This design comes from an exercise in tuning for small area on the open sky130 flow, not from production work.
The RTL was checked by simulation tests, not by an equivalence proof against the original design.
Power is estimated from default activity; no workload was simulated.

==> flow/design.v <==
package riscv_pkg;
  localparam int XLEN       = 32;
  localparam int REG_ADDR_W = 5;
  localparam int NUM_REGS   = 2 ** REG_ADDR_W;
endpackage : riscv_pkg
module reg_file #(
  parameter int DATA_W = riscv_pkg::XLEN,
  parameter int ADDR_W = riscv_pkg::REG_ADDR_W
) (
  input  logic              clk,
  input  logic              areset,
  input  logic              WE3,
  input  logic [ADDR_W-1:0] A1,
  input  logic [ADDR_W-1:0] A2,
  input  logic [ADDR_W-1:0] A3,
  input  logic [DATA_W-1:0] WD3,
  output logic [DATA_W-1:0] RD1,
  output logic [DATA_W-1:0] RD2
);
  localparam int DEPTH = 2 ** ADDR_W;
  logic [DEPTH-1:0][DATA_W-1:0] register;
  always_ff @(posedge clk) begin
    if (areset) begin
      for (int i = 0; i < DEPTH; i++) begin
        register[i] <= '0;
      end
    end else if (WE3 && (A3 != '0)) begin
      register[A3] <= WD3;
    end
  end
  assign RD1 = register[A1];
  assign RD2 = register[A2];
endmodule
==> flow/run.sh <==
#!/bin/bash
# synth_recipe.tcl (not shown) runs the flow's synth.tcl, then flattens the netlist and writes it again
# the make line also repeats each setting of config.mk as NAME=value (left out here)
make -C /OpenROAD-flow-scripts/flow DESIGN_CONFIG=/design/flow/config.mk WORK_HOME=/design/flow/orfs CLKGATE_MAP_FILE= SYNTH_SCRIPT=/design/flow/synth_recipe.tcl finish
==> flow/config.mk <==
export PLATFORM = sky130hd
export DESIGN_NAME = reg_file
export DESIGN_NICKNAME = reg_file
export VERILOG_FILES = /design/flow/design.v
export SDC_FILE = /design/flow/constraint.sdc
export NUM_CORES = 4
export LEC_CHECK = 0
export CAP_MARGIN = 20
export CORE_MARGIN = 2
export CORE_UTILIZATION = 40
export SLEW_MARGIN = 20
==> flow/constraint.sdc <==
create_clock -name core_clock -period 6.0 [get_ports {clk}]
set_input_delay 1.2000 -clock core_clock [delete_from_list [all_inputs] [get_ports {clk}]]
set_output_delay 1.2000 -clock core_clock [all_outputs]
set_load 0.01 [all_outputs]
==> results of run 1 <==
-- cell usage in the layout, fill, tap and decap left out, drive strengths merged, types with 2 or more instances in the layout --
cell	Yosys	layout
and3	11	11
ha	2	2
inv	3	6
a31oi	64	64
buf	286	234
mux2i	1024	1024
nor3	67	67
nor2	22	22
a22oi	192	192
nor4	7	7
nand2	2192	2192
bufinv	0	10
a22o	128	128
nand3	204	204
or2	4	4
nor4b	3	3
clkinvlp	0	2
clkinv	0	26
clkbuf	388	159
a21oi	1185	1185
nand2b	7	7
dfxtp	1024	1024
clkdlybuf4s50	0	101
nor2b	37	37
and4	4	4
nand4	10	10
and2	4	4
-- critical path: stages --
cell	delay, ns
clkdlybuf4s50_1	0.62
nor2b_4	0.25
buf_4	0.55
a22o_1	0.22
nor3_1	0.05
a31oi_1	0.47
nand3_1	0.21
clkdlybuf4s50_1	0.53
-- area by class of cell --
cell class / instances / area, sq um
timing repair buffer: 335 / 3518
inverter: 3 / 11.26
sequential: 1024 / 20500
fill: 12850 / 71770
clock buffer: 159 / 3281
clock inverter: 41 / 483.0
multi-input combinational: 5177 / 29870
antenna: 1 / 2.502
tap: 1755 / 2196
-- power groups by stage --
| stage | sequential, mW | clock (mW) | combinational, mW |
|---|---|---|---|
| after CTS | 6.90 | 7.24 | 1.76 |
| after detailed placement | 7.06 | 0 | 1.76 |
| after global placement | 7.05 | 0 | 1.76 |
| final | 6.91 | 7.17 | 1.80 |
| after floorplan | 7.04 | 0 | 1.06 |
| after global routing | 6.91 | 7.50 | 1.87 |
-- layer usage --
metal / vias up / track usage (%)
met4: 6 / 14.29
met1: 24220 / 39.64
met5: - / 0
li1: 23090 / -
met3: 563 / 4.621
met2: 2620 / 47.00
-- cells by family (layout without fill, tap and decap cells) --
family,Yosys count,in the layout,share of synthesized area [%]
buf+inv,677,538,5.567
mux,1024,1024,19.30
simple gates,2577,2577,19.65
fa+ha+maj,2,2,0.04711
xor+xnor,2,2,0.03299
other cells,0,1,0
flops,1024,1024,38.60
compound gates,1572,1572,16.80
-- metrics by stage --
step,util [%],std cells,area [sq um],worst slack (ns)
final,45.48,8495,59860,0.6471
after detailed placement,42.63,8294,56120,0.7671
after CTS,45.49,8494,59880,0.7465
after global placement,42.65,8294,56140,0.7671
after floorplan,-,6878,53110,2.194
after global routing,45.48,8494,59860,0.6236
-- worst max path at each step --
| stage | to | cells after the start | start |
|---|---|---|---|
| 2_1_floorplan | RD1[26] | 8 | A1[1] |
| 3_3_place_gp | RD2[14] | 9 | A2[0] |
| 3_5_place_dp | RD2[1] | 9 | A2[0] |
| 4_1_cts | RD2[1] | 9 | A2[0] |
| 5_1_grt | RD2[1] | 8 | A2[2] |
| 6_report | RD2[1] | 8 | A2[2] |
==> flow_summary.json, run 1 <==
{
  "crit_type": "primary input to output pin",
  "setup_viol": 0,
  "cts-root-buf": "clkbuf_16",
  "critPathCaptureType": "output pin",
  "intPower_mw": 11.67,
  "cts.path.max_buffers": 3,
  "grt_max_degree": 198,
  "netlist-cell-type-count": 45,
  "period_share_pct": 89.21,
  "start_util_pct": 40.35,
  "yosys_warnings": 1,
  "reg2reg_to": "register[478]",
  "maxCapViolations": 0,
  "ys_seq_area_share_pct": 38.60,
  "fmax_mhz": 186.8,
  "route.detailed.drc": 0,
  "required_ns": 4.80,
  "pwr-share-clk_pct": 45.2,
  "largest-register": "register",
  "finalPower_mw": 15.88,
  "netlist_area_sq_mm": 0.05311,
  "grt_pass1_wl_um": 308900,
  "arrival_ns": 4.15,
  "switching_share_pct": 26.50,
  "numPortBuffers": 113,
  "gp_congestion": 0.8886,
  "reg_top3": "register (1024)",
  "post_cts_resized": 0,
  "hold_slack_ns": 0.4671,
  "row_count": 133,
  "overflow": 0,
  "synthCells": 6878,
  "p_switching_mw": 4.208,
  "yosysMostFrequentCell": "nand2_1",
  "min_period_ns": 5.353,
  "synthToLayoutAreaGrowth_pct": 12.71,
  "synth.area.top_cells": "dfxtp_1 39%, mux2i_1 19%, nand2_1 15%",
  "cts_setup_buffers": 0,
  "wl_met2_um": 93920,
  "r2r-start": "register[478]",
  "min-delay-start": "register[353]",
  "die_w_um": 368.4,
  "wl_um": 211100,
  "worstPathMaxFanout": 39,
  "clk-insertion-delay-late_ns": 0.72,
  "dr_wl_met3_um": 18610,
  "highest_layer": "met5",
  "first_pass_iters": 6,
  "critPathLaunchType": "primary input",
  "r2r_slack_ns": 5.29,
  "htreeDepth": 3,
  "core_sq_mm": 0.1316,
  "io_pins": 114,
  "fin_nets": 6703,
  "p_per_area_mw_per_mm2": 265.3,
  "dp.final_hpwl_um": 125300,
  "wl_met1_um": 87840,
  "vias": 50500,
  "skew_ns": 0,
  "yosysTopAreaCellShare_pct": 38.60,
  "synth_largest_area_cell": "dfxtp_1",
  "hold_viol_final": 0,
  "viasPerCell": 5.944,
  "synth_common_cells": "2,191 x nand2_1, 1,185 x a21oi_1, 1,024 x dfxtp_1, 1,024 x mux2i_1, 388 x clkbuf_1",
  "layout-drive-gt1-share_pct": 7.345,
  "largest_reg_flops": 1024,
  "antenna_found_initial": 5,
  "tritoncts": "done",
  "drv_slew": 0,
  "gr-usage-all-layers_pct": 29.77,
  "max-slew-margin-rel_pct": 17.81,
  "wl_per_cell_um": 24.85,
  "power_frac_seq_pct": 43.5,
  "async_reset_ff_share_pct": 0,
  "status": "timing/DRC/antenna clean",
  "synth_edf_count": 0,
  "r2r_cells": 2,
  "syn_avg_cell_area_sq_um": 7.722,
  "tightest_slew_ns": 1.233,
  "grt_pass1_vias": 46910,
  "pwr-share-comb_pct": 11.4,
  "p_leak_nw": 21.74,
  "fin_setup_tns_ns": 0,
  "hold_path_class": "register to register",
  "clock_sinks": 1024,
  "dieArea_sq_mm": 0.1357,
  "cts_buffers": 110,
  "dieHeight_um": 368.4,
  "rsz0062_at_grt": "false",
  "ys_seq_elements": 1024,
  "ir_drop_mv": 0.2278,
  "hold-path-endpoint": "register[353]",
  "synth-main-ff-cell": "dfxtp_1",
  "synthesis.nets": 6930,
  "ctsHoldBuffers": 0,
  "holdPathStages": 2,
  "ant_nets": 0,
  "first_iter_violations": 6278,
  "clkTransAtPathRegs_ns": 0.06
}
==> run 2, diff against run 1 <==
--- a/flow/design.v
+++ b/flow/design.v
@@ -5,2 +5,26 @@
 endpackage : riscv_pkg
+module rf_hold (
+  input  logic q,
+  input  logic load,
+  input  logic load_n,
+  input  logic wdata,
+  output logic d
+);
+  assign d = (q | load) & (wdata | load_n);
+endmodule
+module rf_aoi222 (
+  input  logic [2:0] sel,
+  input  logic [2:0] q,
+  output logic       y_n
+);
+  assign y_n = ~|(sel & q);
+endmodule
+module rf_final (
+  input  logic [9:0] y_n,
+  input  logic       sel,
+  input  logic       q,
+  output logic       rd
+);
+  assign rd = ~&y_n | (sel & q);
+endmodule
 module reg_file #(
@@ -20,14 +44,39 @@
   localparam int DEPTH = 2 ** ADDR_W;
-  logic [DEPTH-1:0][DATA_W-1:0] register;
-  always_ff @(posedge clk) begin
-    if (areset) begin
-      for (int i = 0; i < DEPTH; i++) begin
-        register[i] <= '0;
-      end
-    end else if (WE3 && (A3 != '0)) begin
-      register[A3] <= WD3;
+  logic [DEPTH-1:1][DATA_W-1:0] register;
+  logic [DEPTH-1:1] load, load_n;
+  logic [DATA_W-1:0] wdata;
+  assign wdata = WD3 & {DATA_W{~areset}};
+  for (genvar i = 1; i < DEPTH; i++) begin : g_row
+    logic [DATA_W-1:0] d;
+    assign load[i]   = areset | (WE3 && (A3 == i));
+    assign load_n[i] = ~load[i];
+    for (genvar j = 0; j < DATA_W; j++) begin : g_bit
+      rf_hold u_hold (
+        .q(register[i][j]), .load(load[i]), .load_n(load_n[i]), .wdata(wdata[j]), .d(d[j])
+      );
     end
+    always_ff @(posedge clk) register[i] <= d;
   end
-  assign RD1 = register[A1];
-  assign RD2 = register[A2];
+  logic [DEPTH-1:1] sel1, sel2;
+  for (genvar i = 1; i < DEPTH; i++) begin : g_sel
+    assign sel1[i] = (A1 == i);
+    assign sel2[i] = (A2 == i);
+  end
+  for (genvar j = 0; j < DATA_W; j++) begin : g_col
+    logic [9:0] y1_n, y2_n;
+    for (genvar k = 0; k < 10; k++) begin : g_grp
+      rf_aoi222 u_p1 (
+        .sel(sel1[3*k+3:3*k+1]),
+        .q({register[3*k+3][j], register[3*k+2][j], register[3*k+1][j]}),
+        .y_n(y1_n[k])
+      );
+      rf_aoi222 u_p2 (
+        .sel(sel2[3*k+3:3*k+1]),
+        .q({register[3*k+3][j], register[3*k+2][j], register[3*k+1][j]}),
+        .y_n(y2_n[k])
+      );
+    end
+    rf_final u_or1 (.y_n(y1_n), .sel(sel1[31]), .q(register[31][j]), .rd(RD1[j]));
+    rf_final u_or2 (.y_n(y2_n), .sel(sel2[31]), .q(register[31][j]), .rd(RD2[j]));
+  end
 endmodule
--- a/flow/config.mk
+++ b/flow/config.mk
@@ -11 +11,2 @@
 export SLEW_MARGIN = 20
+export SYNTH_HIERARCHICAL = 1
==> flow_summary.json, run 2 <==
{
  "status": "failed layout checks",
  "violations": "negative setup slack",
  "ys_seq_elements": 992,
  "hold_slack_ns": 0.4980,
  "overflow": 0,
  "period_share_pct": 101.8,
  "grt_max_degree": 63,
  "die_w_um": 312.2,
  "arrival_ns": 4.91,
  "hold_viol_final": 0,
  "route.detailed.drc": 0,
  "drv_slew": 0,
  "synthCells": 3104,
  "min-delay-start": "register[532]",
  "synth_common_cells": "992 x dfxtp_1, 992 x o22a_1, 640 x a222oi_1",
  "synth-main-ff-cell": "dfxtp_1",
  "skew_ns": 0,
  "ys_seq_area_share_pct": 52.28,
  "largest-register": "register",
  "fin_nets": 3559,
  "dp.final_hpwl_um": 109400,
  "r2r_cells": 1,
  "wl_per_cell_um": 37.43,
  "ctsHoldBuffers": 0,
  "io_pins": 114,
  "maxCapViolations": 0,
  "critPathLaunchType": "primary input",
  "fin_setup_tns_ns": -1.033,
  "cts_buffers": 103,
  "critPathCaptureType": "output pin",
  "layout-drive-gt1-share_pct": 14.70,
  "synthesis.nets": 3154,
  "first_pass_iters": 11,
  "reg2reg_to": "register[408]",
  "row_count": 113,
  "htreeDepth": 3,
  "max-slew-margin-rel_pct": 13.98,
  "synth_largest_area_cell": "dfxtp_1",
  "vias": 39010,
  "ant_nets": 0,
  "r2r-start": "register[408]",
  "hold-path-endpoint": "register[532]",
  "yosysTopAreaCellShare_pct": 52.28,
  "wl_um": 182100,
  "tritoncts": "done",
  "finalCoreUtilization_pct": 49.83,
  "synth.area.top_cells": "dfxtp_1 52%, o22a_1 23%, a222oi_1 17%",
  "p_per_area_mw_per_mm2": 359.1,
  "cts-root-buf": "clkbuf_16",
  "clkTransAtPathRegs_ns": 0.06,
  "setup_slack_ns": -0.1068,
  "largest_reg_flops": 992,
  "start_util_pct": 40.16,
  "layout_common_cells": "992 x o22a_1, 992 x dfxtp_1, 640 x a222oi_1",
  "dpl-instance-area_sq_mm": 0.04305,
  "tightest_slew_ns": 1.287,
  "cts.path.max_buffers": 3,
  "n_fill_cell": 8287,
  "min_period_ns": 6.107,
  "hold_path_class": "register to register",
  "crit_type": "primary input to output pin",
  "antenna_found_initial": 14,
  "required_ns": 4.80,
  "yosys_warnings": 7,
  "grt_pass1_vias": 37690,
  "first_iter_violations": 9023,
  "design_area_sq_mm": 0.04713,
  "gp_congestion": 0.9487,
  "core_sq_mm": 0.09459,
  "netlist-cell-type-count": 26,
  "dieArea_sq_mm": 0.09744,
  "setup_viol": 26,
  "dieHeight_um": 312.2,
  "dp_cells": 4643,
  "async_reset_ff_share_pct": 0,
  "ir_drop_mv": 0.2218,
  "syn_avg_cell_area_sq_um": 12.24,
  "viasPerCell": 8.019,
  "synth_edf_count": 0,
  "p_leak_nw": 18.23,
  "fmax_mhz": 163.8,
  "gr-usage-all-layers_pct": 35.17,
  "holdPathStages": 1,
  "worstPathMaxFanout": 20,
  "netlist_area_sq_mm": 0.03798,
  "fin_cells": 4865,
  "synthToLayoutAreaGrowth_pct": 24.09,
  "clk-insertion-delay-late_ns": 0.68,
  "r2r_slack_ns": 5.29,
  "reg_top3": "register (992)",
  "numPortBuffers": 113,
  "clock_sinks": 992,
  "grt_pass1_wl_um": 256300,
  "rsz0062_at_grt": "true"
}
==> run 2: cell count changes in the layout (fill, tap and decap cells not counted), sizes merged, moves of 118 or more <==
| cell | previous run | this run |
|---|---|---|
| a21oi | 1185 | 31 |
| a222oi | 0 | 640 |
| a22o | 128 | 0 |
| a22oi | 192 | 0 |
| mux2i | 1024 | 0 |
| nand2 | 2192 | 68 |
| nand3 | 204 | 2 |
| nand4 | 10 | 128 |
| o22a | 0 | 992 |
==> run 2: area by class of cell <==
type	count	area, sq um	share of cell area (%)
Sequential cell	992	19860	42.14
Multi-Input combinational cell	2087	18910	40.12
Timing Repair Buffer	325	3128	6.637
Clock buffer	154	3093	6.562
Tap cell	1265	1583	3.358
Clock inverter	40	555.5	1.179
Antenna cell	2	5.005	0.01062
==> run 2: what timing repair did <==
action	CTS	global route
buffers inserted	0	12
gates resized for setup	0	10
endpoints found under the setup margin	0	23
==> run 2: worst max path at each step <==
stage          start  slack (ns)  cells after the start  endpoint
6_report       A2[0]       -0.11                      9    RD2[4]
5_1_grt        A1[2]       -0.01                      9   RD1[18]
4_1_cts        A1[0]        0.05                      9   RD1[18]
3_5_place_dp   A1[0]        0.05                      9   RD1[18]
3_3_place_gp   A1[0]        0.08                      9   RD1[11]
2_1_floorplan  A1[3]        1.03                      6    RD1[0]
==> run 2: logic make-up after synthesis <==
group | share of synthesized area [%]
AND/OR/NAND/NOR | 4.701
AO/OA/AOI/OAI | 42.66
buffers and inverters | 0.3557
flip-flops | 52.28
==> run 2: worst max-delay path, stage by stage <==
cell	delay (ns)
clkdlybuf4s50_1	0.67
or3b_1	0.44
buf_4	0.19
nor2_4	0.83
buf_4	0.41
a222oi_1	0.17
nand4_1	0.22
a2111o_1	0.18
clkdlybuf4s50_1	0.55
==> run 2: through the flow <==
stage / power [mW] / worst slack (ns)
4_1_cts: 16.82 / 0.04963
3_5_place_dp: 10.09 / 0.04711
3_3_place_gp: 9.930 / 0.07902
5_1_grt: 17.36 / -0.01451
2_1_floorplan: 8.968 / 1.028
6_report: 16.92 / -0.1068
==> run 2: metal layers <==
layer / global-route usage (%) / share of wire (%) / routed length [um]
met3: 12.33 / 16 / 28740
met2: 53.74 / 43 / 77740
met4: 14.85 / 5.0 / 9057
met1: 45.00 / 36 / 66320
met5: 0.1451 / 0.13 / 237
==> run 2: per-module statistics from Yosys (local to each module, per instance) <==
module	cell area (sq um)	cells inside
rf_hold	8.758	1
rf_final	27.53	4
reg_file	21130	1216
rf_aoi222	10.01	1
==> run 2: power breakdown <==
part / total (mW) / switching, mW / internal (mW) / leakage, nW
Clock: 6.85 / 2.73 / 4.12 / 1.80
Sequential: 7.83 / 0.547 / 7.28 / 8.36
Combinational: 2.25 / 1.27 / 0.980 / 8.06
Total: 16.9 / 4.55 / 12.4 / 18.2
==> run 3, diff against run 2 <==
==> flow/flow/run.sh (new file) <==
#!/bin/bash
# Standard layout with two changes: ports buffered with buf_2 instead of the
# slow default delay buffer, and clock tree synthesis with mid-sized sink
# clusters and no dummy loads.
set -euo pipefail
export BUFFER_PORTS_ARGS="-buffer_cell sky130_fd_sc_hd__buf_2"
export CTS_ARGS="-sink_clustering_enable -repair_clock_nets -dont_use_dummy_load -sink_clustering_size 16 -sink_clustering_max_diameter 40 -buf_list {sky130_fd_sc_hd__clkbuf_4 sky130_fd_sc_hd__clkbuf_8}"
bash standard.sh > flow.log 2>&1
==> flow/standard.sh (new file) <==
#!/bin/bash
# synth_recipe.tcl (not shown) runs the flow's synth.tcl, then flattens the netlist and writes it again
# the make line also repeats each setting of config.mk as NAME=value (left out here)
make -C /OpenROAD-flow-scripts/flow DESIGN_CONFIG=/design/flow/config.mk WORK_HOME=/design/flow/orfs CLKGATE_MAP_FILE= SYNTH_SCRIPT=/design/flow/synth_recipe.tcl "${@:-finish}"
--- a/flow/config.mk
+++ b/flow/config.mk
@@ -8,4 +8,7 @@
 export CAP_MARGIN = 20
+export CELL_PAD_IN_SITES_DETAIL_PLACEMENT = 1
+export CELL_PAD_IN_SITES_GLOBAL_PLACEMENT = 1
 export CORE_MARGIN = 2
-export CORE_UTILIZATION = 40
+export CORE_UTILIZATION = 35
+export PLACE_DENSITY = 0.45
 export SLEW_MARGIN = 20
removed: flow/run.sh
==> flow_summary.json, run 3 <==
{
  "grt_pass1_wl_um": 301000,
  "synthCells": 3104,
  "yosysTopAreaCellShare_pct": 52.28,
  "hold_viol_final": 0,
  "yosys_warnings": 7,
  "finalCoreUtilization_pct": 41.82,
  "largest_reg_flops": 992,
  "synth_largest_area_cell": "dfxtp_1",
  "crit_path_max_incr_delay_ns": 0.82,
  "arrival_ns": 4.23,
  "netlist-cell-type-count": 26,
  "syn_avg_cell_area_sq_um": 12.24,
  "reg_top3": "register (992)",
  "maxCapViolations": 0,
  "p_leak_nw": 17.40,
  "ir_drop_mv": 0.2132,
  "n_fill_cell": 11210,
  "grt_max_degree": 69,
  "design_area_sq_mm": 0.04489,
  "cts-root-buf": "clkbuf_8",
  "antenna_found_initial": 11,
  "synth-main-ff-cell": "dfxtp_1",
  "layout-drive-gt1-share_pct": 16.95,
  "ant_nets": 0,
  "row_count": 120,
  "grt_pass1_vias": 39060,
  "htreeDepth": 4,
  "status": "timing/DRC/antenna clean",
  "synth.area.top_cells": "dfxtp_1 52%, o22a_1 23%, a222oi_1 17%",
  "crit_slowest_cell": "nor3_4",
  "min_period_ns": 5.432,
  "dieArea_sq_mm": 0.1112,
  "skew_ns": 0,
  "ys_seq_elements": 992,
  "wl_per_cell_um": 44.73,
  "netlist_area_sq_mm": 0.03798,
  "overflow": 0,
  "clkTransAtPathRegs_ns": 0.03,
  "core_sq_mm": 0.1074,
  "gr-usage-all-layers_pct": 38.03,
  "tritoncts": "done",
  "tightest_slew_ns": 1.250,
  "fin_nets": 3581,
  "layout_common_cells": "992 x o22a_1, 992 x dfxtp_1, 640 x a222oi_1",
  "dieHeight_um": 333.4,
  "numPortBuffers": 113,
  "synthesis.nets": 3154,
  "vias": 39400,
  "viasPerCell": 7.979,
  "gp_congestion": 0.8878,
  "rsz0062_at_grt": "false",
  "critPathCaptureType": "output pin",
  "first_iter_violations": 7787,
  "multi_input_area_sq_mm": 0.01890,
  "hold_path_class": "register to register",
  "period_share_pct": 90.53,
  "critPathLaunchType": "primary input",
  "largest-register": "register",
  "cts_setup_buffers": 0,
  "wl_um": 220900,
  "max-slew-margin-rel_pct": 16.45,
  "io_pins": 114,
  "ys_seq_area_share_pct": 52.28,
  "post_cts_resized": 0,
  "first_pass_iters": 8,
  "synth_edf_count": 0,
  "worstPathCellList": "buf_2 > or3b_1 > nor3_4 > buf_12 > a222oi_1 > nand4_1 > a2111o_1 > buf_2",
  "required_ns": 4.80,
  "die_w_um": 333.4,
  "cts_buffers": 163,
  "cts.path.max_buffers": 3,
  "fin_setup_tns_ns": 0,
  "fmax_mhz": 184.1,
  "clk-insertion-delay-late_ns": 0.87,
  "route.detailed.drc": 0,
  "cpMostUsedCell": "buf_2",
  "crit_type": "primary input to output pin",
  "setup_viol": 0,
  "dpl-instance-area_sq_mm": 0.04263,
  "drv_slew": 0,
  "synth_common_cells": "992 x dfxtp_1, 992 x o22a_1, 640 x a222oi_1",
  "p_per_area_mw_per_mm2": 334.2,
  "synthToLayoutAreaGrowth_pct": 18.19,
  "start_util_pct": 35.38,
  "clock_sinks": 992,
  "async_reset_ff_share_pct": 0,
  "dp.final_hpwl_um": 130500,
  "ctsHoldBuffers": 0,
  "worstPathMaxFanout": 18,
  "regArea_sq_mm": 0.01986
}
## run 3: cell types whose count changed in the layout (fill, tap and decap cells not counted), moves of 9 or more
cell	before	now
clkbuf_8	26	163
clkinv_2	20	0
buf_4	186	163
clkbuf_1	22	0
a21o_1	27	18
clkdlybuf4s50_1	112	0
buf_2	0	112
clkbuf_16	106	0
buf_16	13	0
bufinv_16	13	0
## run 3: through the flow
stage | total power [mW] | std cells | worst slack, ns | hold slack (ns)
after global placement | 9.956 | 4769 | 0.8455 | 0.4726
final | 15.00 | 4938 | 0.5680 | 0.4976
after floorplan | 8.968 | 3104 | 1.028 | 0.4673
after global routing | 15.51 | 4934 | 0.6102 | 0.5078
after detailed placement | 10.09 | 4769 | 0.7702 | 0.4835
after CTS | 15.00 | 4932 | 0.7672 | 0.4968
## run 3: worst max-delay path: cells and delay by family
kind | cells | cell delay, ns
AND/OR/NAND/NOR | 3 | 1.79
buffers and inverters | 3 | 0.80
AO/OA/AOI/OAI | 2 | 0.40
## run 3: cell type report
cell class              instances  share of cell area, %
repair buffers                292                  4.713
well taps                    1403                  3.910
flip-flops and latches        992                  44.24
diodes                          6                0.03344
clock buffers                 163                  4.997
multi-input cells            2082                  42.11
## run 3: final timing paths
check,startpoint,endpoint,slack (ns),cells after the start
max reg2reg,register[771],register[771],5.33,1
min,register[393],register[393],0.50,1
max,A1[0],RD1[24],0.57,8
min reg2reg,register[393],register[393],0.50,1
## run 3: logic make-up after synthesis
family,after synthesis,synth area share [%]
flops,992,52.28
compound gates,1758,42.66
simple gates,324,4.701
buf+inv,30,0.3557
## run 3: where the power goes
group,switching (mW),internal (mW),leakage (nW)
sequential,0.559,7.28,8.36
combinational,1.37,0.836,7.87
clock,2.58,2.38,1.17
## run 3: Yosys stat by module, one instance, submodules excluded
module / area [sq um] / cells inside / times used
rf_aoi222: 10.01 / 1 / 640
reg_file: 21130 / 1216 / 1
rf_hold: 8.758 / 1 / 992
rf_final: 27.53 / 4 / 64
## run 3: per-layer routing
metal,share of wire (%),up-vias,track usage [%]
met5,0.035,-,0
met4,5.2,12,18.99
met3,12,691,10.25
met2,43,2968,57.60
met1,39,20360,49.76
li1,-,15370,-
==> run 4, diff against run 3 <==
==> flow/flow/run.sh (replaced) <==
#!/bin/bash
# Standard layout with these changes: the register array is placed as a
# regular grid before global placement (flow/array_place.tcl) and released
# again after it (flow/unfix.tcl); ports are buffered with buf_2 instead of
# the slow default delay buffer; clock tree synthesis uses clkbuf_4 in
# mid-sized sink clusters with no dummy loads.
set -euo pipefail
export PRE_GLOBAL_PLACE_SKIP_IO_TCL="$PWD/flow/array_place.tcl"
export POST_GLOBAL_PLACE_TCL="$PWD/flow/unfix.tcl"
export BUFFER_PORTS_ARGS="-buffer_cell sky130_fd_sc_hd__buf_2"
export CTS_ARGS="-sink_clustering_enable -repair_clock_nets -dont_use_dummy_load -sink_clustering_size 12 -sink_clustering_max_diameter 50 -buf_list {sky130_fd_sc_hd__clkbuf_4}"
bash standard.sh > flow.log 2>&1
==> flow/flow/array_place.tcl (new file) <==
# Place the register array as a regular grid before global placement and fix
# it there, so the global placer puts the decoders and port buffers around it.
# Register x(i) bit j sits in placement row 2*(i-1)+j/16, slot j%16; each slot
# holds the flip-flop, its hold gate and, in the first two registers of each
# group of three, the column's read and-or gate for port 1 or port 2. The
# per-column final or gates sit in rows below the array.
set block [ord::get_db_block]
set core [$block getCoreArea]
set rows [$block getRows]
set site [[lindex $rows 0] getSite]
set sw [$site getWidth]
set rh [$site getHeight]
set slot_sites 36
set slot_w [expr {$slot_sites * $sw}]
set arr_w [expr {16 * $slot_w}]
set n_rows [expr {62 + 3}]
set cx0 [$core xMin]; set cy0 [$core yMin]
set cw [expr {[$core xMax] - $cx0}]; set ch [expr {[$core yMax] - $cy0}]
set x0 [expr {$cx0 + (($cw - $arr_w) / 2 / $sw) * $sw}]
set r0 [expr {(($ch / $rh) - $n_rows) / 2}]
puts "array_place: core ${cw}x${ch} array ${arr_w} rows $n_rows start row $r0"

proc rowinfo {r} {
  global cy0 rh
  return [expr {$cy0 + $r * $rh}]
}
set row_orient {}
foreach row $rows { dict set row_orient [[$row getBBox] yMin] [$row getOrient] }

proc put {inst x r} {
  global row_orient
  set y [rowinfo $r]
  $inst setOrient [dict get $row_orient $y]
  $inst setOrigin $x $y
  $inst setPlacementStatus FIRM
}

proc drv_of {net} {
  foreach t [$net getITerms] { if {[$t isOutputSignal]} { return [$t getInst] } }
  return ""
}

set nplaced 0
# flip-flops and hold gates
foreach inst [$block getInsts] {
  set name [$inst getName]
  if {![regexp {^register\\?\[([0-9]+)\\?\]} $name -> k]} continue
  set i [expr {$k / 32 + 1}]; set j [expr {$k % 32}]
  set r [expr {$r0 + 3 + 2 * ($i - 1) + $j / 16}]
  set x [expr {$x0 + ($j % 16) * $slot_w}]
  put $inst $x $r; incr nplaced
  set d [[$inst findITerm D] getNet]
  set h [drv_of $d]
  put $h [expr {$x + [[$inst getMaster] getWidth]}] $r; incr nplaced
  set hold_end($i,$j) [expr {$x + [[$inst getMaster] getWidth] + [[$h getMaster] getWidth]}]
}
# read and-or gates
foreach net [$block getNets] {
  set nn [$net getName]
  if {![regexp {^g_col\\?\[([0-9]+)\\?\]\.g_grp\\?\[([0-9]+)\\?\]\.u_p([12])\.y_n$} $nn -> j k p]} continue
  set inst [drv_of $net]
  set i [expr {3 * $k + $p}]
  set r [expr {$r0 + 3 + 2 * ($i - 1) + $j / 16}]
  put $inst $hold_end($i,$j) $r; incr nplaced
}
# final or gates, below the array: three rows per slot column
foreach bt [$block getBTerms] {
  set bn [$bt getName]
  if {![regexp {^RD([12])\\?\[([0-9]+)\\?\]$} $bn -> p j]} continue
  set net [$bt getNet]
  set top [drv_of $net]
  set cells [list $top]
  foreach it [$top getITerms] {
    if {[$it isInputSignal] && [$it getNet] ne "NULL"} {
      set dr [drv_of [$it getNet]]
      # the gates private to this final or drive only it
      if {$dr ne "" && [llength [[$it getNet] getITerms]] == 2 && ![string match "*dfxtp*" [[$dr getMaster] getName]] && ![string match "*a222oi*" [[$dr getMaster] getName]]} { lappend cells $dr }
    }
  }
  set idx [expr {($p - 1) * 32 + $j}]
  set rr [expr {$r0 + $idx / 22}]
  set x [expr {$x0 + ($idx % 22) * (($arr_w / 22) / $sw) * $sw}]
  foreach c $cells { put $c $x $rr; set x [expr {$x + [[$c getMaster] getWidth]}]; incr nplaced }
}
puts "array_place: fixed $nplaced instances"
==> flow/flow/unfix.tcl (new file) <==
# Release the array cells fixed by array_place.tcl so that detailed placement
# can legalize them.
set n 0
foreach inst [[ord::get_db_block] getInsts] {
  if {[$inst getPlacementStatus] eq "FIRM"} { $inst setPlacementStatus PLACED; incr n }
}
puts "unfix: released $n instances"
--- a/flow/config.mk
+++ b/flow/config.mk
@@ -8,6 +8,6 @@
 export CAP_MARGIN = 20
-export CELL_PAD_IN_SITES_DETAIL_PLACEMENT = 1
+export CELL_PAD_IN_SITES_DETAIL_PLACEMENT = 0
 export CELL_PAD_IN_SITES_GLOBAL_PLACEMENT = 1
 export CORE_MARGIN = 2
-export CORE_UTILIZATION = 35
+export CORE_UTILIZATION = 45
 export PLACE_DENSITY = 0.45
==> flow_summary.json, run 4 <==
{
  "ys_seq_area_share_pct": 52.28,
  "start_util_pct": 45.46,
  "dieHeight_um": 294.5,
  "yosysTopAreaCellShare_pct": 52.28,
  "status": "aborted with a tool error",
  "row_count": 106,
  "synthCells": 3104,
  "yosys_warnings": 7,
  "synth_common_cells": "992 x dfxtp_1, 992 x o22a_1, 640 x a222oi_1",
  "synthesis.nets": 3154,
  "synth-main-ff-cell": "dfxtp_1",
  "synth.area.top_cells": "dfxtp_1 52%, o22a_1 23%, a222oi_1 17%",
  "syn_avg_cell_area_sq_um": 12.24,
  "netlist-cell-type-count": 26,
  "synth_largest_area_cell": "dfxtp_1",
  "async_reset_ff_share_pct": 0,
  "haltStage": "global placement without I/O",
  "netlist_area_sq_mm": 0.03798,
  "ys_seq_elements": 992,
  "stop_error": "Error: global_place_skip_io.tcl, 4 can't read \"cy0\": no such variable",
  "die_w_um": 294.5,
  "synth_edf_count": 0
}
[run 4: cell counts after synthesis]
No cell type changed its count.
[run 4: cell families after synthesis]
kind of cell    Yosys count  synth area share, %
simple gates            324                4.701
compound gates         1758                42.66
flops                   992                52.28
buf+inv                  30               0.3557
[run 4: per-module statistics from Yosys, one instance, submodules excluded]
module     copies in the design  area, sq um
rf_final                     64        27.53
reg_file                      1        21130
rf_aoi222                   640        10.01
rf_hold                     992        8.758
==> run 5, diff against run 4 <==
--- a/flow/flow/array_place.tcl
+++ b/flow/flow/array_place.tcl
@@ -22,6 +22,2 @@
 
-proc rowinfo {r} {
-  global cy0 rh
-  return [expr {$cy0 + $r * $rh}]
-}
 set row_orient {}
@@ -29,5 +25,5 @@
 
-proc put {inst x r} {
-  global row_orient
-  set y [rowinfo $r]
+# This file is sourced inside a proc, so helpers take everything as arguments.
+proc ap_put {inst x r cy0 rh row_orient} {
+  set y [expr {$cy0 + $r * $rh}]
   $inst setOrient [dict get $row_orient $y]
@@ -37,3 +33,3 @@
 
-proc drv_of {net} {
+proc ap_drv {net} {
   foreach t [$net getITerms] { if {[$t isOutputSignal]} { return [$t getInst] } }
@@ -50,6 +46,6 @@
   set x [expr {$x0 + ($j % 16) * $slot_w}]
-  put $inst $x $r; incr nplaced
+  ap_put $inst $x $r $cy0 $rh $row_orient; incr nplaced
   set d [[$inst findITerm D] getNet]
-  set h [drv_of $d]
-  put $h [expr {$x + [[$inst getMaster] getWidth]}] $r; incr nplaced
+  set h [ap_drv $d]
+  ap_put $h [expr {$x + [[$inst getMaster] getWidth]}] $r $cy0 $rh $row_orient; incr nplaced
   set hold_end($i,$j) [expr {$x + [[$inst getMaster] getWidth] + [[$h getMaster] getWidth]}]
@@ -60,6 +56,6 @@
   if {![regexp {^g_col\\?\[([0-9]+)\\?\]\.g_grp\\?\[([0-9]+)\\?\]\.u_p([12])\.y_n$} $nn -> j k p]} continue
-  set inst [drv_of $net]
+  set inst [ap_drv $net]
   set i [expr {3 * $k + $p}]
   set r [expr {$r0 + 3 + 2 * ($i - 1) + $j / 16}]
-  put $inst $hold_end($i,$j) $r; incr nplaced
+  ap_put $inst $hold_end($i,$j) $r $cy0 $rh $row_orient; incr nplaced
 }
@@ -70,3 +66,3 @@
   set net [$bt getNet]
-  set top [drv_of $net]
+  set top [ap_drv $net]
   set cells [list $top]
@@ -74,3 +70,3 @@
     if {[$it isInputSignal] && [$it getNet] ne "NULL"} {
-      set dr [drv_of [$it getNet]]
+      set dr [ap_drv [$it getNet]]
       # the gates private to this final or drive only it
@@ -82,3 +78,3 @@
   set x [expr {$x0 + ($idx % 22) * (($arr_w / 22) / $sw) * $sw}]
-  foreach c $cells { put $c $x $rr; set x [expr {$x + [[$c getMaster] getWidth]}]; incr nplaced }
+  foreach c $cells { ap_put $c $x $rr $cy0 $rh $row_orient; set x [expr {$x + [[$c getMaster] getWidth]}]; incr nplaced }
 }
==> flow_summary.json, run 5 <==
{
  "status": "aborted with a tool error",
  "haltStage": "global routing",
  "stop_error": "[ERROR GRT-0116] Global routing finished with congestion. Check the congestion regions in the DRC Viewer.",
  "yosys_warnings": 7,
  "synth-main-ff-cell": "dfxtp_1",
  "synthCells": 3104,
  "ctsHoldBuffers": 0,
  "grt_max_degree": 69,
  "netlist-cell-type-count": 26,
  "synthesis.nets": 3154,
  "clock_sinks": 992,
  "netlist_area_sq_mm": 0.03798,
  "synth.area.top_cells": "dfxtp_1 52%, o22a_1 23%, a222oi_1 17%",
  "die_w_um": 294.5,
  "cts_setup_buffers": 0,
  "grt_pass1_vias": 43800,
  "start_util_pct": 45.46,
  "post_cts_resized": 0,
  "async_reset_ff_share_pct": 0,
  "synth_common_cells": "992 x dfxtp_1, 992 x o22a_1, 640 x a222oi_1",
  "yosysTopAreaCellShare_pct": 52.28,
  "synth_largest_area_cell": "dfxtp_1",
  "row_count": 106,
  "gr-usage-all-layers_pct": 65.48,
  "synth_edf_count": 0,
  "io_pins": 114,
  "dp.final_hpwl_um": 184700,
  "grt_pass1_wl_um": 403000,
  "dp_cells": 4648,
  "cts_buffers": 92,
  "overflow": 1000,
  "syn_avg_cell_area_sq_um": 12.24,
  "cts.path.max_buffers": 3,
  "htreeDepth": 3,
  "dieHeight_um": 294.5,
  "cts-root-buf": "clkbuf_4",
  "numPortBuffers": 113,
  "ys_seq_area_share_pct": 52.28,
  "ys_seq_elements": 992
}
[run 5: cell counts after synthesis]
Identical to the previous run, type by type.
[run 5: worst max-delay path by stage]
stage	to	cells after the start
after CTS	RD1[21]	8
after detailed placement	RD1[21]	8
after global placement	RD1[23]	8
after floorplan	RD1[0]	6
[run 5: Yosys stat by module (local to each module, per instance)]
module | times used | cells inside | flip-flops and latches | area, sq um
rf_aoi222 | 640 | 1 | 0 | 10.01
rf_hold | 992 | 1 | 0 | 8.758
rf_final | 64 | 4 | 0 | 27.53
reg_file | 1 | 1216 | 992 | 21130
[run 5: metal layers]
layer / global-route usage [%] / GRT overflow
met1: 68.31 / 20
met2: 75.10 / 630
met3: 58.32 / 27
met4: 57.43 / 319
met5: 27.51 / 4
[run 5: through the flow]
stage          total power, mW  setup WS, ns  util, %  cell area [sq um]  hold WS [ns]
2_1_floorplan            8.968         1.028        -              37980        0.4673
3_3_place_gp             10.00        0.8236    51.72              43210        0.4941
3_5_place_dp             10.11        0.8266    51.96              43410        0.4842
4_1_cts                  12.65        0.8229    52.79              44100        0.5111
[run 5: kinds of logic after synthesis]
logic type      count (synthesis)  synth area share [%]
buf+inv                        30                0.3557
simple gates                  324                 4.701
flops                         992                 52.28
compound gates               1758                 42.66
[run 5: power groups by stage]
| stage | clock network (mW) | registers (mW) | logic, mW |
|---|---|---|---|
| after CTS | 2.69 | 7.88 | 2.08 |
| after detailed placement | 0 | 8.03 | 2.07 |
| after global placement | 0 | 7.99 | 2.01 |
| after floorplan | 0 | 7.79 | 1.18 |
==> run 6, diff against run 5 <==
==> flow/flow/run.sh (replaced) <==
#!/bin/bash
# Standard layout with these changes: the register array is placed as a
# regular grid before global placement (flow/array_place.tcl) and released
# again after it (flow/unfix.tcl); ports are buffered with buf_1 instead of
# the slow default delay buffer; clock tree synthesis uses clkbuf_8 in
# mid-sized sink clusters with no dummy loads.
set -euo pipefail
export PRE_GLOBAL_PLACE_SKIP_IO_TCL="$PWD/flow/array_place.tcl"
export POST_GLOBAL_PLACE_TCL="$PWD/flow/unfix.tcl"
export BUFFER_PORTS_ARGS="-buffer_cell sky130_fd_sc_hd__buf_1"
export CTS_ARGS="-sink_clustering_enable -repair_clock_nets -dont_use_dummy_load -sink_clustering_size 20 -sink_clustering_max_diameter 40 -buf_list {sky130_fd_sc_hd__clkbuf_8}"
bash standard.sh > flow.log 2>&1
--- a/flow/flow/array_place.tcl
+++ b/flow/flow/array_place.tcl
@@ -2,6 +2,7 @@
 # it there, so the global placer puts the decoders and port buffers around it.
-# Register x(i) bit j sits in placement row 2*(i-1)+j/16, slot j%16; each slot
+# Register x(i) bit j sits in placement row 2*(i-1)+j/16 (three rows higher
+# from x16 on), slot j%16; each slot
 # holds the flip-flop, its hold gate and, in the first two registers of each
 # group of three, the column's read and-or gate for port 1 or port 2. The
-# per-column final or gates sit in rows below the array.
+# per-column final or gates sit in three rows between registers 15 and 16.
 set block [ord::get_db_block]
@@ -12,3 +13,3 @@
 set rh [$site getHeight]
-set slot_sites 36
+set slot_sites 40
 set slot_w [expr {$slot_sites * $sw}]
@@ -33,2 +34,10 @@
 
+# Placement row of register i, bit j: two rows per register, the final or
+# gates in three rows between registers 15 and 16.
+proc ap_row {i j r0} {
+  set r [expr {$r0 + 2 * ($i - 1) + $j / 16}]
+  if {$i > 15} { incr r 3 }
+  return $r
+}
+
 proc ap_drv {net} {
@@ -44,3 +53,3 @@
   set i [expr {$k / 32 + 1}]; set j [expr {$k % 32}]
-  set r [expr {$r0 + 3 + 2 * ($i - 1) + $j / 16}]
+  set r [ap_row $i $j $r0]
   set x [expr {$x0 + ($j % 16) * $slot_w}]
@@ -58,3 +67,3 @@
   set i [expr {3 * $k + $p}]
-  set r [expr {$r0 + 3 + 2 * ($i - 1) + $j / 16}]
+  set r [ap_row $i $j $r0]
   ap_put $inst $hold_end($i,$j) $r $cy0 $rh $row_orient; incr nplaced
@@ -75,5 +84,7 @@
   }
-  set idx [expr {($p - 1) * 32 + $j}]
-  set rr [expr {$r0 + $idx / 22}]
-  set x [expr {$x0 + ($idx % 22) * (($arr_w / 22) / $sw) * $sw}]
+  # four final groups (two ports, two column halves) per slot, in the
+  # three middle rows under the slot's own x range
+  set g [expr {($p - 1) * 2 + $j / 16}]
+  set rr [expr {$r0 + 30 + ($g == 3 ? 0 : $g)}]
+  set x [expr {$x0 + ($j % 16) * $slot_w + ($g == 3 ? 22 * $sw : 0)}]
   foreach c $cells { ap_put $c $x $rr $cy0 $rh $row_orient; set x [expr {$x + [[$c getMaster] getWidth]}]; incr nplaced }
--- a/flow/config.mk
+++ b/flow/config.mk
@@ -11,3 +11,3 @@
 export CORE_MARGIN = 2
-export CORE_UTILIZATION = 45
+export CORE_UTILIZATION = 38
 export PLACE_DENSITY = 0.45
==> flow_summary.json, run 6 <==
{
  "p_per_area_mw_per_mm2": 305.8,
  "setup_viol": 0,
  "yosys_warnings": 7,
  "setup_slack_ns": 0.5367,
  "ys_seq_area_share_pct": 52.28,
  "netlist_area_sq_mm": 0.03798,
  "dp.final_hpwl_um": 112500,
  "r2r-start": "register[968]",
  "synth_edf_count": 0,
  "first_pass_iters": 33,
  "skew_ns": 0,
  "fmax_mhz": 183.0,
  "netlist-cell-type-count": 26,
  "hold_viol_final": 0,
  "row_count": 115,
  "crit_type": "primary input to output pin",
  "cpMostUsedCell": "buf_1",
  "largest-register": "register",
  "synthesis.nets": 3154,
  "worstPathCellList": "buf_1 > nand2b_1 > nor3_2 > buf_4 > a222oi_1 > nand4_1 > a2111o_1 > buf_1",
  "synth_common_cells": "992 x dfxtp_1, 992 x o22a_1, 640 x a222oi_1",
  "io_pins": 114,
  "critPathCaptureType": "output pin",
  "syn_avg_cell_area_sq_um": 12.24,
  "tritoncts": "done",
  "worstPathMaxFanout": 32,
  "synth_largest_area_cell": "dfxtp_1",
  "dieArea_sq_mm": 0.1025,
  "crit_slowest_cell": "a222oi_1",
  "multi_input_area_sq_mm": 0.01874,
  "die_w_um": 320.2,
  "maxCapViolations": 0,
  "clk-insertion-delay-late_ns": 0.72,
  "layout_common_cells": "992 x o22a_1, 992 x dfxtp_1, 640 x a222oi_1",
  "arrival_ns": 4.26,
  "ys_seq_elements": 992,
  "viasPerCell": 7.969,
  "pre_cts_slack_ns": 0.9923,
  "gr-usage-all-layers_pct": 28.26,
  "wl_per_cell_um": 32.99,
  "hold_path_class": "register to register",
  "synth-main-ff-cell": "dfxtp_1",
  "min-delay-start": "register[38]",
  "ctsHoldBuffers": 0,
  "antenna_found_initial": 5,
  "vias": 37090,
  "critPathLaunchType": "primary input",
  "first_iter_violations": 10980,
  "max-slew-margin-rel_pct": 14.57,
  "fin_setup_tns_ns": 0,
  "crit_path_max_incr_delay_ns": 0.99,
  "reg_top3": "register (992)",
  "cts.path.max_buffers": 3,
  "min_period_ns": 5.463,
  "largest_reg_flops": 992,
  "grt_pass1_wl_um": 223000,
  "cts_buffers": 80,
  "synth.area.top_cells": "dfxtp_1 52%, o22a_1 23%, a222oi_1 17%",
  "clkTransAtPathRegs_ns": 0.06,
  "layout-drive-gt1-share_pct": 9.655,
  "ant_nets": 0,
  "overflow": 0,
  "cp-startpoint": "A2[1]",
  "cts_setup_buffers": 0,
  "cts-root-buf": "clkbuf_8",
  "clock_sinks": 992,
  "numPortBuffers": 113,
  "synthCells": 3104,
  "route.detailed.drc": 0,
  "status": "timing/DRC/antenna clean",
  "grt_pass1_vias": 34240,
  "dpl-instance-area_sq_mm": 0.04124,
  "async_reset_ff_share_pct": 0,
  "finalPower_mw": 13.01,
  "n_fill_cell": 8658,
  "period_share_pct": 91.05,
  "drv_slew": 0,
  "required_ns": 4.80,
  "dieHeight_um": 320.2,
  "wl_um": 153500,
  "ir_drop_mv": 0.1716,
  "p_leak_nw": 16.09,
  "fin_nets": 3418,
  "yosysTopAreaCellShare_pct": 52.28,
  "design_area_sq_mm": 0.04254,
  "rsz0062_at_grt": "false",
  "regArea_sq_mm": 0.01986,
  "post_cts_resized": 0,
  "synthToLayoutAreaGrowth_pct": 12.00,
  "htreeDepth": 3,
  "tightest_slew_ns": 1.279,
  "hold_slack_ns": 0.4996,
  "grt_max_degree": 69,
  "start_util_pct": 38.48,
  "core_sq_mm": 0.09871
}
==> run 6: cell counts after synthesis <==
No cell type changed its count.
==> run 6: critical path, delay by kind of cell <==
kind                   cells  cell delay (ns)
AOI/OAI and AO/OA          2             1.37
and+or+nand+nor            3             0.64
buffers and inverters      3             1.02
==> run 6: area by class of cell <==
class | instances | area share [%]
Antenna cell | 1 | 0.005882
Clock buffer | 80 | 2.588
Multi-Input combinational cell | 2082 | 44.06
Sequential cell | 992 | 46.68
Tap cell | 1287 | 3.785
Timing Repair Buffer | 212 | 2.876
==> run 6: path summary, 6_finish.rpt <==
kind	endpoint	slack, ns	cells past startpoint
max	RD2[24]	0.54	8
min	register[38]	0.50	1
max reg2reg	register[968]	5.23	1
min reg2reg	register[38]	0.50	1
==> run 6: cell families (layout without fill, tap and decap cells) <==
kind of cell    count (synthesis)  after routing  synth area share (%)
compound gates               1758           1758                 42.66
buf+inv                        30            292                0.3557
flops                         992            992                 52.28
other cells                     0              1                     0
simple gates                  324            324                 4.701
==> run 6: per-module statistics from Yosys, one instance, submodules excluded <==
module / flip-flops and latches / cell area (sq um) / cells
reg_file: 992 / 21130 / 1216
rf_aoi222: 0 / 10.01 / 1
rf_hold: 0 / 8.758 / 1
rf_final: 0 / 27.53 / 4
==> run 6: report_power, final <==
part	internal (mW)	total, mW	switching [mW]
sequential	7.27	7.85	0.583
combinational	0.783	1.94	1.15
clock	1.19	3.22	2.03
==> run 6: routing by layer <==
layer,global-route usage (%),routed length [um],vias up
met5,1.702,299,-
met4,23.26,15610,12
met3,8.992,25100,940
met2,38.90,59820,3983
met1,35.78,52700,17110
li1,-,-,15040
==> run 6: per-stage QoR <==
stage          utilization (%)  cells
5_1_grt                  43.10   4653
4_1_cts                  42.89   4651
6_report                 43.10   4654
3_5_place_dp             41.78   4571
2_1_floorplan                -   3104
3_3_place_gp             41.78   4571

-- afterwards: timing with drivers on the ports --
No port has a modelled driver above. Below, the same layouts with a new extraction and two added sets of constraints. Step 1 (the two cells are an assumption about what drives the block):
set clk [get_ports {clk}]
set_driving_cell -lib_cell sky130_fd_sc_hd__clkbuf_16 $clk
set_driving_cell -lib_cell sky130_fd_sc_hd__buf_2 [delete_from_list [all_inputs] $clk]
Step 2 also shifts input and output timing later by t, the mid clock arrival at the registers, as if the neighbouring blocks saw the same clock. a / b / c = no drivers / after step 1 / after step 2; a / b = the first two.
run | t (ns) | setup slack, ns | latest minus earliest clock arrival (ns) | worst slew at a driven data input, ns | cell pins on the clock port's net
run 1 | 0.794 | 0.647 / 0.543 / 0.543 | 0.023 / 0.023 | 0.20 | 1
run 2 | 0.752 | -0.107 / -0.143 / -0.143 | 0.040 / 0.040 | 0.11 | 1
run 3 | 0.919 | 0.568 / 0.486 / 0.486 | 0.082 / 0.082 | 0.09 | 1
run 6 | 0.807 | 0.537 / 0.491 / 0.491 | 0.087 / 0.086 | 0.17 | 1
The setup slack of run 1, which loses most, moves by -0.104 ns with the drivers and by -0.104 ns with both steps.
